Background: an optimization exercise with open tools, aiming at small area, a short achievable clock period and few clock cycles per item. Do not read the settings as production practice. Only the layout flow was run in this run; the RTL was not checked for function there.

<file path="config.mk">
export PLATFORM = sky130hd
export DESIGN_NAME = look_at_view_matrix
export DESIGN_NICKNAME = look_at_view_matrix
export VERILOG_FILES = /design/flow/design.v
export SDC_FILE = /design/flow/constraint.sdc
export NUM_CORES = 4
export LEC_CHECK = 0
export CAP_MARGIN = 20
export CORE_MARGIN = 2
export CORE_UTILIZATION = 40
export SLEW_MARGIN = 20
</file>
<file path="constraint.sdc">
create_clock -name core_clock -period 11.0 [get_ports {i_clk}]
set_input_delay 2.2000 -clock core_clock [delete_from_list [all_inputs] [get_ports {i_clk}]]
set_output_delay 2.2000 -clock core_clock [all_outputs]
set_load 0.01 [all_outputs]
</file>
<file path="design.v">
package lav_pkg;
    localparam int FRAC_BITS = 16;
    localparam int KS        = 3;
    localparam int KD        = 3;
    localparam int NSQ       = ((31 + KS - 1) / KS) * KS;
    localparam int SQC       = NSQ / KS;
    localparam int NDV       = 18;
    localparam int DVC       = NDV / KD;
    localparam int MW        = 50;
    localparam int AW        = (2 * NSQ > 64) ? 2 * NSQ : 64;
endpackage
import lav_pkg::*;
module look_at_view_matrix (
    input  logic                i_clk,
    input  logic                i_rst_n,
    input  logic                i_start,
    input  logic signed [31:0]  i_eye_x,
    input  logic signed [31:0]  i_eye_y,
    input  logic signed [31:0]  i_eye_z,
    input  logic signed [31:0]  i_target_x,
    input  logic signed [31:0]  i_target_y,
    input  logic signed [31:0]  i_target_z,
    input  logic signed [31:0]  i_up_x,
    input  logic signed [31:0]  i_up_y,
    input  logic signed [31:0]  i_up_z,
    output logic                o_busy,
    output logic                o_valid,
    output logic [1:0]          o_row_index,
    output logic signed [31:0]  o_entry0,
    output logic signed [31:0]  o_entry1,
    output logic signed [31:0]  o_entry2,
    output logic [16:0]         o_entry3,
    output logic                o_last_row,
    output logic                o_degenerate
);
    localparam logic [3:0] S_IDLE  = 4'd0;
    localparam logic [3:0] S_ABS   = 4'd1;
    localparam logic [3:0] S_SHIFT = 4'd2;
    localparam logic [3:0] S_SQ    = 4'd3;
    localparam logic [3:0] S_SQW   = 4'd4;
    localparam logic [3:0] S_SQRT  = 4'd5;
    localparam logic [3:0] S_DIV   = 4'd6;
    localparam logic [3:0] S_RES   = 4'd7;
    localparam logic [3:0] S_CR    = 4'd8;
    localparam logic [3:0] S_YT    = 4'd9;
    localparam logic [4:0] K_SQ_LAST = 5'd5;
    localparam logic [4:0] K_CR      = 5'd6;
    localparam logic [4:0] K_CR_LAST = 5'd14;
    localparam logic [4:0] K_YT      = 5'd15;
    localparam logic [4:0] K_YT_LAST = 5'd26;
    localparam logic [3:0] W_NONE = 4'd0;
    localparam logic [3:0] W_C0   = 4'd1;
    localparam logic [3:0] W_C1   = 4'd2;
    localparam logic [3:0] W_C2   = 4'd3;
    localparam logic [3:0] W_Y0   = 4'd4;
    localparam logic [3:0] W_Y1   = 4'd5;
    localparam logic [3:0] W_Y2   = 4'd6;
    localparam logic [3:0] W_TX   = 4'd7;
    localparam logic [3:0] W_TY   = 4'd8;
    localparam logic [3:0] W_TZ   = 4'd9;
    logic [3:0]              r_state;
    logic                    r_ph;         
    logic [4:0]              r_k;
    logic [3:0]              r_cnt;
    logic signed [31:0]      r_eye [3];
    logic signed [31:0]      r_up  [3];
    logic [MW-1:0]           r_m   [3];
    logic                    r_s   [3];
    logic signed [17:0]      r_z   [3];
    logic signed [17:0]      r_x   [3];
    logic signed [18:0]      r_y   [3];
    logic signed [31:0]      r_t   [3];
    logic                    r_deg;
    logic                    r_zf;         
    logic [31:0]             r_rr;         
    logic [30:0]             r_rq;         
    logic signed [50:0]      r_prod;
    logic                    r_v1;
    logic                    r_first1;
    logic                    r_neg1;
    logic                    r_sh1;
    logic [3:0]              r_wb1;
    logic [3:0]              r_wb2;
    logic signed [AW-1:0]    r_acc;
    logic                    r_oval;
    logic [1:0]              r_orow;
    logic                    r_odeg;
    logic cap_en;
    logic accept;
    logic issue;
    logic last_issue;
    logic [MW-1:0] all_m;
    logic m_zero;
    logic need_r;
    logic need_l;
    assign last_issue = (r_state == S_YT) && (r_k == K_YT_LAST);
    assign cap_en     = (r_state == S_IDLE) || last_issue;
    assign o_busy     = !cap_en;
    assign accept     = cap_en && i_start;
    assign issue      = (r_state == S_SQ) || (r_state == S_CR) || (r_state == S_YT);
    assign all_m  = r_m[0] | r_m[1] | r_m[2];
    assign m_zero = (all_m == '0);
    assign need_r = |all_m[MW-1:30];
    assign need_l = !all_m[29];
    always_ff @(posedge i_clk) begin
        if (!i_rst_n) begin
            r_state <= S_IDLE;
        end else begin
            unique case (r_state)
                S_IDLE:  if (accept) r_state <= S_ABS;
                S_ABS:   r_state <= S_SHIFT;
                S_SHIFT: if (r_zf || (!need_r && !need_l)) r_state <= S_SQ;
                S_SQ:    if (r_k == K_SQ_LAST) r_state <= S_SQW;
                S_SQW:   r_state <= S_SQRT;
                S_SQRT:  if (r_cnt == 4'(SQC - 1)) r_state <= S_DIV;
                S_DIV:   if (r_cnt == 4'(DVC - 1)) r_state <= S_RES;
                S_RES:   r_state <= r_ph ? S_YT : S_CR;
                S_CR:    if (r_k == K_CR_LAST) r_state <= S_ABS;
                S_YT:    if (r_k == K_YT_LAST) r_state <= accept ? S_ABS : S_IDLE;
                default: r_state <= S_IDLE;
            endcase
        end
    end
    always_ff @(posedge i_clk) begin
        if (accept) begin
            r_ph <= 1'b0;
        end else if (r_state == S_CR && r_k == K_CR_LAST) begin
            r_ph <= 1'b1;
        end
        if (accept || (r_state == S_SHIFT)) begin
            r_k <= '0;
        end else if (r_state == S_RES) begin
            r_k <= r_ph ? K_YT : K_CR;
        end else if (issue) begin
            r_k <= r_k + 5'd1;
        end
        if (r_state == S_SQW || (r_state == S_SQRT && r_cnt == 4'(SQC - 1))) begin
            r_cnt <= '0;
        end else begin
            r_cnt <= r_cnt + 4'd1;
        end
    end
    logic [31:0] sq_r [KS+1];
    logic [30:0] sq_q [KS+1];
    logic [33:0] sq_rp [KS];
    logic [34:0] sq_df [KS];
    always_comb begin
        sq_r[0] = r_rr;
        sq_q[0] = r_rq;
        for (int j = 0; j < KS; j++) begin
            sq_rp[j] = {sq_r[j], r_acc[2*NSQ-1-2*j -: 2]};
            sq_df[j] = {1'b0, sq_rp[j]} - {2'b0, sq_q[j], 2'b01};
            if (!sq_df[j][34]) begin
                sq_r[j+1] = sq_df[j][31:0];
                sq_q[j+1] = {sq_q[j][29:0], 1'b1};
            end else begin
                sq_r[j+1] = sq_rp[j][31:0];
                sq_q[j+1] = {sq_q[j][29:0], 1'b0};
            end
        end
    end
    always_ff @(posedge i_clk) begin
        if (r_state == S_SQW) begin
            r_rr <= '0;
            r_rq <= '0;
        end else if (r_state == S_SQRT) begin
            r_rr <= sq_r[KS];
            r_rq <= sq_q[KS];
        end
    end
    logic [48:0] dv_x [3][KD+1];
    logic [31:0] dv_t [3][KD];
    logic [32:0] dv_d [3][KD];
    always_comb begin
        for (int i = 0; i < 3; i++) begin
            dv_x[i][0] = r_m[i][48:0];
            for (int j = 0; j < KD; j++) begin
                dv_t[i][j] = {dv_x[i][j][48:18], dv_x[i][j][17]};
                dv_d[i][j] = {1'b0, dv_t[i][j]} - {2'b0, r_rq};
                if (!dv_d[i][j][32]) begin
                    dv_x[i][j+1] = {dv_d[i][j][30:0], dv_x[i][j][16:0], 1'b1};
                end else begin
                    dv_x[i][j+1] = {dv_t[i][j][30:0], dv_x[i][j][16:0], 1'b0};
                end
            end
        end
    end
    logic signed [31:0] mul_a;
    logic signed [18:0] mul_b;
    logic               op_first;
    logic               op_neg;
    logic               op_sh;
    logic [3:0]         op_wb;
    always_comb begin
        mul_a    = '0;
        mul_b    = '0;
        op_first = 1'b0;
        op_neg   = 1'b0;
        op_sh    = 1'b0;
        op_wb    = W_NONE;
        unique case (r_k)
            5'd0:  begin mul_a = {2'b0, r_m[0][29:0]}; mul_b = {4'b0, r_m[0][14:0]};  op_first = 1'b1; end
            5'd1:  begin mul_a = {2'b0, r_m[0][29:0]}; mul_b = {4'b0, r_m[0][29:15]}; op_sh = 1'b1; end
            5'd2:  begin mul_a = {2'b0, r_m[1][29:0]}; mul_b = {4'b0, r_m[1][14:0]};  end
            5'd3:  begin mul_a = {2'b0, r_m[1][29:0]}; mul_b = {4'b0, r_m[1][29:15]}; op_sh = 1'b1; end
            5'd4:  begin mul_a = {2'b0, r_m[2][29:0]}; mul_b = {4'b0, r_m[2][14:0]};  end
            5'd5:  begin mul_a = {2'b0, r_m[2][29:0]}; mul_b = {4'b0, r_m[2][29:15]}; op_sh = 1'b1; end
            5'd6:  begin mul_a = r_up[1]; mul_b = 19'(r_z[2]); op_first = 1'b1; end
            5'd7:  begin mul_a = r_up[2]; mul_b = 19'(r_z[1]); op_neg = 1'b1; op_wb = W_C0; end
            5'd8:  begin mul_a = r_up[2]; mul_b = 19'(r_z[0]); op_first = 1'b1; end
            5'd9:  begin mul_a = r_up[0]; mul_b = 19'(r_z[2]); op_neg = 1'b1; op_wb = W_C1; end
            5'd10: begin mul_a = r_up[0]; mul_b = 19'(r_z[1]); op_first = 1'b1; end
            5'd11: begin mul_a = r_up[1]; mul_b = 19'(r_z[0]); op_neg = 1'b1; op_wb = W_C2; end
            5'd12: begin mul_a = r_eye[0]; mul_b = 19'(r_z[0]); op_first = 1'b1; op_neg = 1'b1; end
            5'd13: begin mul_a = r_eye[1]; mul_b = 19'(r_z[1]); op_neg = 1'b1; end
            5'd14: begin mul_a = r_eye[2]; mul_b = 19'(r_z[2]); op_neg = 1'b1; op_wb = W_TZ; end
            5'd15: begin mul_a = 32'(r_z[1]); mul_b = 19'(r_x[2]); op_first = 1'b1; end
            5'd16: begin mul_a = 32'(r_z[2]); mul_b = 19'(r_x[1]); op_neg = 1'b1; op_wb = W_Y0; end
            5'd17: begin mul_a = 32'(r_z[2]); mul_b = 19'(r_x[0]); op_first = 1'b1; end
            5'd18: begin mul_a = 32'(r_z[0]); mul_b = 19'(r_x[2]); op_neg = 1'b1; op_wb = W_Y1; end
            5'd19: begin mul_a = 32'(r_z[0]); mul_b = 19'(r_x[1]); op_first = 1'b1; end
            5'd20: begin mul_a = 32'(r_z[1]); mul_b = 19'(r_x[0]); op_neg = 1'b1; op_wb = W_Y2; end
            5'd21: begin mul_a = r_eye[0]; mul_b = 19'(r_x[0]); op_first = 1'b1; op_neg = 1'b1; end
            5'd22: begin mul_a = r_eye[1]; mul_b = 19'(r_x[1]); op_neg = 1'b1; end
            5'd23: begin mul_a = r_eye[2]; mul_b = 19'(r_x[2]); op_neg = 1'b1; op_wb = W_TX; end
            5'd24: begin mul_a = r_eye[0]; mul_b = r_y[0]; op_first = 1'b1; op_neg = 1'b1; end
            5'd25: begin mul_a = r_eye[1]; mul_b = r_y[1]; op_neg = 1'b1; end
            5'd26: begin mul_a = r_eye[2]; mul_b = r_y[2]; op_neg = 1'b1; op_wb = W_TY; end
            default: begin end
        endcase
    end
    logic signed [63:0] acc_p;
    logic signed [63:0] acc_new;
    logic signed [47:0] acc_sh;
    logic signed [31:0] acc_sat;
    always_comb begin
        acc_p   = r_sh1 ? (64'(r_prod) <<< 15) : 64'(r_prod);
        acc_new = (r_first1 ? 64'sd0 : r_acc[63:0]) + (r_neg1 ? -acc_p : acc_p);
        acc_sh  = r_acc[63:16];
        if (&acc_sh[47:31] || ~|acc_sh[47:31]) begin
            acc_sat = acc_sh[31:0];
        end else begin
            acc_sat = acc_sh[47] ? 32'sh8000_0000 : 32'sh7FFF_FFFF;
        end
    end
    always_ff @(posedge i_clk) begin
        r_prod   <= mul_a * mul_b;
        r_first1 <= op_first;
        r_neg1   <= op_neg;
        r_sh1    <= op_sh;
        if (r_v1) begin
            r_acc <= AW'(acc_new);
        end else if (r_state == S_SQRT) begin
            r_acc <= r_acc << (2 * KS);
        end
    end
    always_ff @(posedge i_clk) begin
        if (!i_rst_n) begin
            r_v1  <= 1'b0;
            r_wb1 <= W_NONE;
            r_wb2 <= W_NONE;
        end else begin
            r_v1  <= issue;
            r_wb1 <= issue ? op_wb : W_NONE;
            r_wb2 <= r_wb1;
        end
    end
    logic [32:0] in_d [3];
    assign in_d[0] = 33'(i_eye_x) - 33'(i_target_x);
    assign in_d[1] = 33'(i_eye_y) - 33'(i_target_y);
    assign in_d[2] = 33'(i_eye_z) - 33'(i_target_z);
    always_ff @(posedge i_clk) begin
        if (cap_en) begin
            r_eye[0] <= i_eye_x;
            r_eye[1] <= i_eye_y;
            r_eye[2] <= i_eye_z;
            r_up[0]  <= i_up_x;
            r_up[1]  <= i_up_y;
            r_up[2]  <= i_up_z;
            r_deg    <= 1'b0;
        end else if (r_state == S_ABS && m_zero) begin
            r_deg    <= 1'b1;
        end
        if (r_state == S_ABS) begin
            r_zf <= m_zero;
        end
        for (int i = 0; i < 3; i++) begin
            if (cap_en) begin
                r_m[i] <= MW'($signed(in_d[i]));
            end else if (r_state == S_ABS) begin
                r_m[i] <= r_m[i][MW-1] ? -r_m[i] : r_m[i];
                r_s[i] <= r_m[i][MW-1];
            end else if (r_state == S_SHIFT && !r_zf) begin
                if (need_r) begin
                    r_m[i] <= r_m[i] >> 1;
                end else if (need_l) begin
                    r_m[i] <= r_m[i] << 1;
                end
            end else if (r_state == S_SQW) begin
                r_m[i] <= MW'({r_m[i][29:0], 16'b0});
            end else if (r_state == S_DIV) begin
                r_m[i] <= MW'(dv_x[i][KD]);
            end else if (r_wb2 == W_C0 + 4'(i)) begin
                r_m[i] <= r_acc[MW-1:0];
            end
        end
    end
    logic signed [17:0] q_res [3];
    always_comb begin
        for (int i = 0; i < 3; i++) begin
            q_res[i] = r_s[i] ? -$signed({1'b0, r_m[i][16:0]}) : $signed({1'b0, r_m[i][16:0]});
        end
    end
    always_ff @(posedge i_clk) begin
        for (int i = 0; i < 3; i++) begin
            if (r_state == S_RES && !r_ph) begin
                r_z[i] <= r_zf ? 18'sd0 : q_res[i];
            end
            if (r_state == S_RES && r_ph) begin
                r_x[i] <= r_zf ? 18'sd0 : q_res[i];
            end
            if (r_wb2 == W_Y0 + 4'(i)) begin
                r_y[i] <= acc_sh[18:0];
            end
        end
        if (r_wb2 == W_TX) r_t[0] <= acc_sat;
        if (r_wb2 == W_TY) r_t[1] <= acc_sat;
        if (r_wb2 == W_TZ) r_t[2] <= acc_sat;
    end
    always_ff @(posedge i_clk) begin
        if (!i_rst_n) begin
            r_oval <= 1'b0;
        end else if (last_issue) begin
            r_oval <= 1'b1;
        end else if (r_orow == 2'd3) begin
            r_oval <= 1'b0;
        end
        if (last_issue) begin
            r_orow <= 2'd0;
            r_odeg <= r_deg;
        end else begin
            r_orow <= r_orow + 2'd1;
        end
    end
    assign o_valid      = r_oval;
    assign o_row_index  = r_orow;
    assign o_last_row   = (r_orow == 2'd3);
    assign o_entry3     = (r_orow == 2'd3) ? 17'h10000 : 17'h0;
    assign o_degenerate = r_odeg;
    always_comb begin
        unique case (r_orow)
            2'd0: begin o_entry0 = 32'(r_x[0]); o_entry1 = 32'(r_y[0]); o_entry2 = 32'(r_z[0]); end
            2'd1: begin o_entry0 = 32'(r_x[1]); o_entry1 = 32'(r_y[1]); o_entry2 = 32'(r_z[1]); end
            2'd2: begin o_entry0 = 32'(r_x[2]); o_entry1 = 32'(r_y[2]); o_entry2 = 32'(r_z[2]); end
            default: begin o_entry0 = r_t[0]; o_entry1 = r_t[1]; o_entry2 = r_t[2]; end
        endcase
    end
endmodule
</file>
<file path="run.sh">
#!/bin/bash
# synth_recipe.tcl (not shown) runs the flow's synth.tcl, then flattens the netlist and writes it again
# the make line also repeats each setting of config.mk as NAME=value (left out here)
make -C /OpenROAD-flow-scripts/flow DESIGN_CONFIG=/design/flow/config.mk WORK_HOME=/design/flow/orfs CLKGATE_MAP_FILE= SYNTH_SCRIPT=/design/flow/synth_recipe.tcl finish
</file>
==> out/metrics.cfg <==
[synth]
yosys-top-cells-area=sky130_fd_sc_hd__edfxtp_1 (22%), sky130_fd_sc_hd__fa_1 (13%), sky130_fd_sc_hd__ha_1 (9.2%), sky130_fd_sc_hd__inv_1 (4.2%), sky130_fd_sc_hd__nand2_1 (4.1%)
synth_enable_flop_cells=674
post-synth-top-area-fraction=0.2163
syn-mean-instance-area_um2=8.741
largest_family_of_logic_cells_by_synthesized_area=adder cells
synth-compound-area-share=0.2067
yosys.area_share.simple=0.1487
post_synth_inst_count=10707
synth_ff_type=sky130_fd_sc_hd__edfxtp_1
yosys_register_bits=818
ys_async_sr_fraction=0
area_share_of_xor_xnor_cells_in_the_synthesized_design=0.06635
yosysSeqAreaShare=0.2471
yosys.area_share.adder=0.2211
syn-cell-area_um2=93590
post_synth_cell_types=98
post_synth_mux_area_share=0.04299
ys.warnings.count=18
synthDominantAreaCellType=sky130_fd_sc_hd__edfxtp_1

[place]
gp_congestion=1.038
postPlaceCellArea_um2=102900
dp_hpwl_mm=376.5
numPortBuffers=393
place_inst=14016

[timing]
clock.fmax_mhz=93.95
post-route-min-period_ns=10.64
final.setup_skew_ns=0.08092
setup_violating_endpoint_count_in_the_final_report=0
period_share=0.9676
timing.max_slew.rel_slack=0.1467
grt_setup_unrepaired=false
holdWs_ns=0.4287
hold_violations=0
tightest_slew_ns=1.271
drv_slew=0

[worst_setup_path]
worstReg2RegStart=r_k[0]
critical_path_cell_count=30
critical_path.most_common_cell=sky130_fd_sc_hd__fa_1
rr_endpoint=r_prod[47]
critPathKind=register to register
end_kind=register
slowest_stage=sky130_fd_sc_hd__a22oi_1
setup.reg_to_reg.worst_slack_ns=0.36
worstPathRequired_ns=11.65
critical-path-top-delay-family=adder cells
critical_path.max_stage_delay_ns=0.77
worstSetupStartpointType=register
critical_path_arrival_ns=11.29
worstPathBufferInverterCount=2
crit_fanout=30
reg2regPathDepth=30
critical_path.startpoint=r_k[0]
worst_setup_path_endpoint=r_prod[47]

[detailed_routing]
postRouteAntennaNets=0
final_routed_drc_violation_total=0
route.detailed.vias_per_inst=6.282
first_pass_iters=11
dr_total_vias=89637
detailed_route_wire_length_mm=468.7
first_iter_violations=11084
post_drt_wl_per_cell_um=32.85

[clock_tree]
cts_post_setup_buffers_inserted=0
clkSlewWorstSetupHoldPaths_ns=0.06
deepest_clock_path_buffer_count=3
clkLatencyLatePin_ns=0.82
clock_tree.htree_level_count=3
cts_made_buffers=104
cts.root.buffer_cell=sky130_fd_sc_hd__clkbuf_16
post_cts_hold_buffer_count=0
cts_sinks=818
tritoncts=yes

[grt]
first_pass_grt_wire_length_mm=650.5
grt_ovf=0
grt_start_max_net_pins=79
antenna_found_initial=38
global_route.usage.total=0.3823
first_global_vias=86126

[layout]
drive_above_1_share=0.08556
area_delta_synth_final_pct=14.32
final_cell_count_no_fill=14268
most-common-layout-cells=sky130_fd_sc_hd__inv_1 (1036), sky130_fd_sc_hd__nand2_1 (1026), sky130_fd_sc_hd__nor2_1 (766)
final_net_count=12665
postLayoutCellArea_um2=107000
layout_commonest_cell=sky130_fd_sc_hd__inv_1

[floorplanning]
start_util=0.4025
fp.coreArea_um2=232500
boundaryPins=410
die_height_um=487.7
fp.dieArea_um2=237900
fp.dieW_um=487.7
std_cell_rows=177

[status]
status=complete, no violations

[run]
cap_violations=0

[hold_path]
timing.hold.worst.class=register to register

==> worst register-to-register path, delay by kind of cell, from the launching register on <==
| family | cells | cell delay (ns) |
|---|---|---|
| adder cells (fa/ha/maj) | 9 | 4.17 |
| AO/OA/AOI/OAI | 11 | 3.50 |
| AND/OR/NAND/NOR | 7 | 2.20 |
| flip-flops | 1 | 0.35 |
| XOR/XNOR | 1 | 0.17 |
| buffers and inverters | 2 | 0.13 |
==> flip-flops by register name, summed over array words and instances (netlist names), 2 cells and up <==
signal / flops
r_m: 150
r_eye: 96
r_t: 96
r_up: 96
r_acc: 66
r_y: 57
r_x: 54
r_z: 54
r_prod: 51
r_rr: 32
r_rq: 31
r_k: 5
r_cnt: 4
r_state: 4
r_wb1: 4
r_wb2: 4
r_s: 3
r_orow: 2
==> area by class of cell <==
| class | count | area (um2) |
|---|---|---|
| Antenna cell | 52 | 130.1 |
| Clock buffer | 138 | 2938 |
| Clock inverter | 59 | 904.6 |
| Fill cell | 22531 | 125500 |
| Inverter | 1043 | 3915 |
| Multi-Input combinational cell | 8265 | 64640 |
| Sequential cell | 818 | 23130 |
| Tap cell | 3043 | 3807 |
| Timing Repair Buffer | 850 | 7528 |
==> cells in the mapped netlist (47+ instances only) <==
master and n:
sky130_fd_sc_hd__a221o_1 52, sky130_fd_sc_hd__xor2_1 295, sky130_fd_sc_hd__inv_1 1038, sky130_fd_sc_hd__buf_1 59, sky130_fd_sc_hd__o31ai_1 63, sky130_fd_sc_hd__or3_1 72
sky130_fd_sc_hd__a222oi_1 143, sky130_fd_sc_hd__a211oi_1 80, sky130_fd_sc_hd__fa_1 603, sky130_fd_sc_hd__a21o_1 306, sky130_fd_sc_hd__a31oi_1 99, sky130_fd_sc_hd__a221oi_1 95
sky130_fd_sc_hd__and2_1 72, sky130_fd_sc_hd__a22oi_1 142, sky130_fd_sc_hd__o211ai_1 63, sky130_fd_sc_hd__ha_1 689, sky130_fd_sc_hd__nand2b_1 111, sky130_fd_sc_hd__mux2_2 160
sky130_fd_sc_hd__o21a_1 103, sky130_fd_sc_hd__xnor2_1 414, sky130_fd_sc_hd__nor3_1 174, sky130_fd_sc_hd__nor4_1 53, sky130_fd_sc_hd__nand3_1 186, sky130_fd_sc_hd__o221ai_1 47
sky130_fd_sc_hd__o21bai_1 79, sky130_fd_sc_hd__nand4_1 69, sky130_fd_sc_hd__a21oi_1 752, sky130_fd_sc_hd__and3_1 98, sky130_fd_sc_hd__o21ai_0 522, sky130_fd_sc_hd__clkbuf_1 495
sky130_fd_sc_hd__dfxtp_1 144, sky130_fd_sc_hd__edfxtp_1 674, sky130_fd_sc_hd__nor2b_1 173, sky130_fd_sc_hd__mux2i_1 222, sky130_fd_sc_hd__nand2_1 1032, sky130_fd_sc_hd__nor2_1 778
==> cell families (layout without fill, tap and decap cells) <==
group,count (synthesis),in the layout
compound gates,2890,2890
fa+ha+maj,1292,1292
simple gates,2976,2976
xor+xnor,709,709
flops,818,818
buf+inv,1639,2090
other cells,1,68
mux,382,382
==> stage by stage <==
stage	setup slack [ns]	utilization	setup TNS (ns)
finish	0.3564	0.4601	0
global route	0.009545	0.4600	0
CTS	0.05978	0.4592	0
detailed placement	-0.1345	0.4427	-0.3739
global placement	-0.1586	0.4426	-0.3762
floorplan	0.6023	-	0
==> how the worst min path moves through the flow <==
stage | startpoint | to | slack (ns) | cells after the start
3_3_place_gp | r_wb1[3] | r_wb2[3] | 0.43 | 1
6_report | r_wb1[0] | r_wb2[0] | 0.43 | 1
5_1_grt | r_wb1[3] | r_wb2[3] | 0.47 | 1
2_1_floorplan | r_deg | r_odeg | 0.41 | 0
4_1_cts | r_wb1[0] | r_wb2[0] | 0.44 | 1
3_5_place_dp | r_wb1[0] | r_wb2[0] | 0.43 | 1
==> layer usage <==
metal  part of all wire  GRT usage  wire (um)
met1               0.38     0.4769     179600
met2               0.43     0.5730     199900
met3              0.095    0.08507      44430
met4              0.095     0.2960      44660
met5            0.00024          0        112
==> timing repair <==
item | in CTS | in global routing
resized for setup | 1 | 12
endpoints found under the setup margin | 5 | 81
pin swaps | 0 | 1

[afterwards: timing with drivers on the ports]
Ports are ideal in the flow. The routed layout listed here was re-timed in OpenROAD. Step 1 assumes that a clkbuf_16 drives the clock port and a buf_2 every other input. Step 2 also shifts input and output timing later by t, the mid clock arrival at the registers, as if the neighbouring blocks saw the same clock. Slacks: ideal / step 1 / step 2; pairs: ideal / step 1.
t, ns: 0.872
slack for setup (ns): 0.356 / 0.356 / 0.356
hold slack, ns: 0.429 / 0.429 / 0.429
clock arrival spread, ns: 0.084 / 0.084
pins driven straight from the clock port: 1
After both steps setup and hold are still met in this run. For this run, drivers alone change the setup slack by 0.000 ns; drivers and shift together by 0.000 ns.
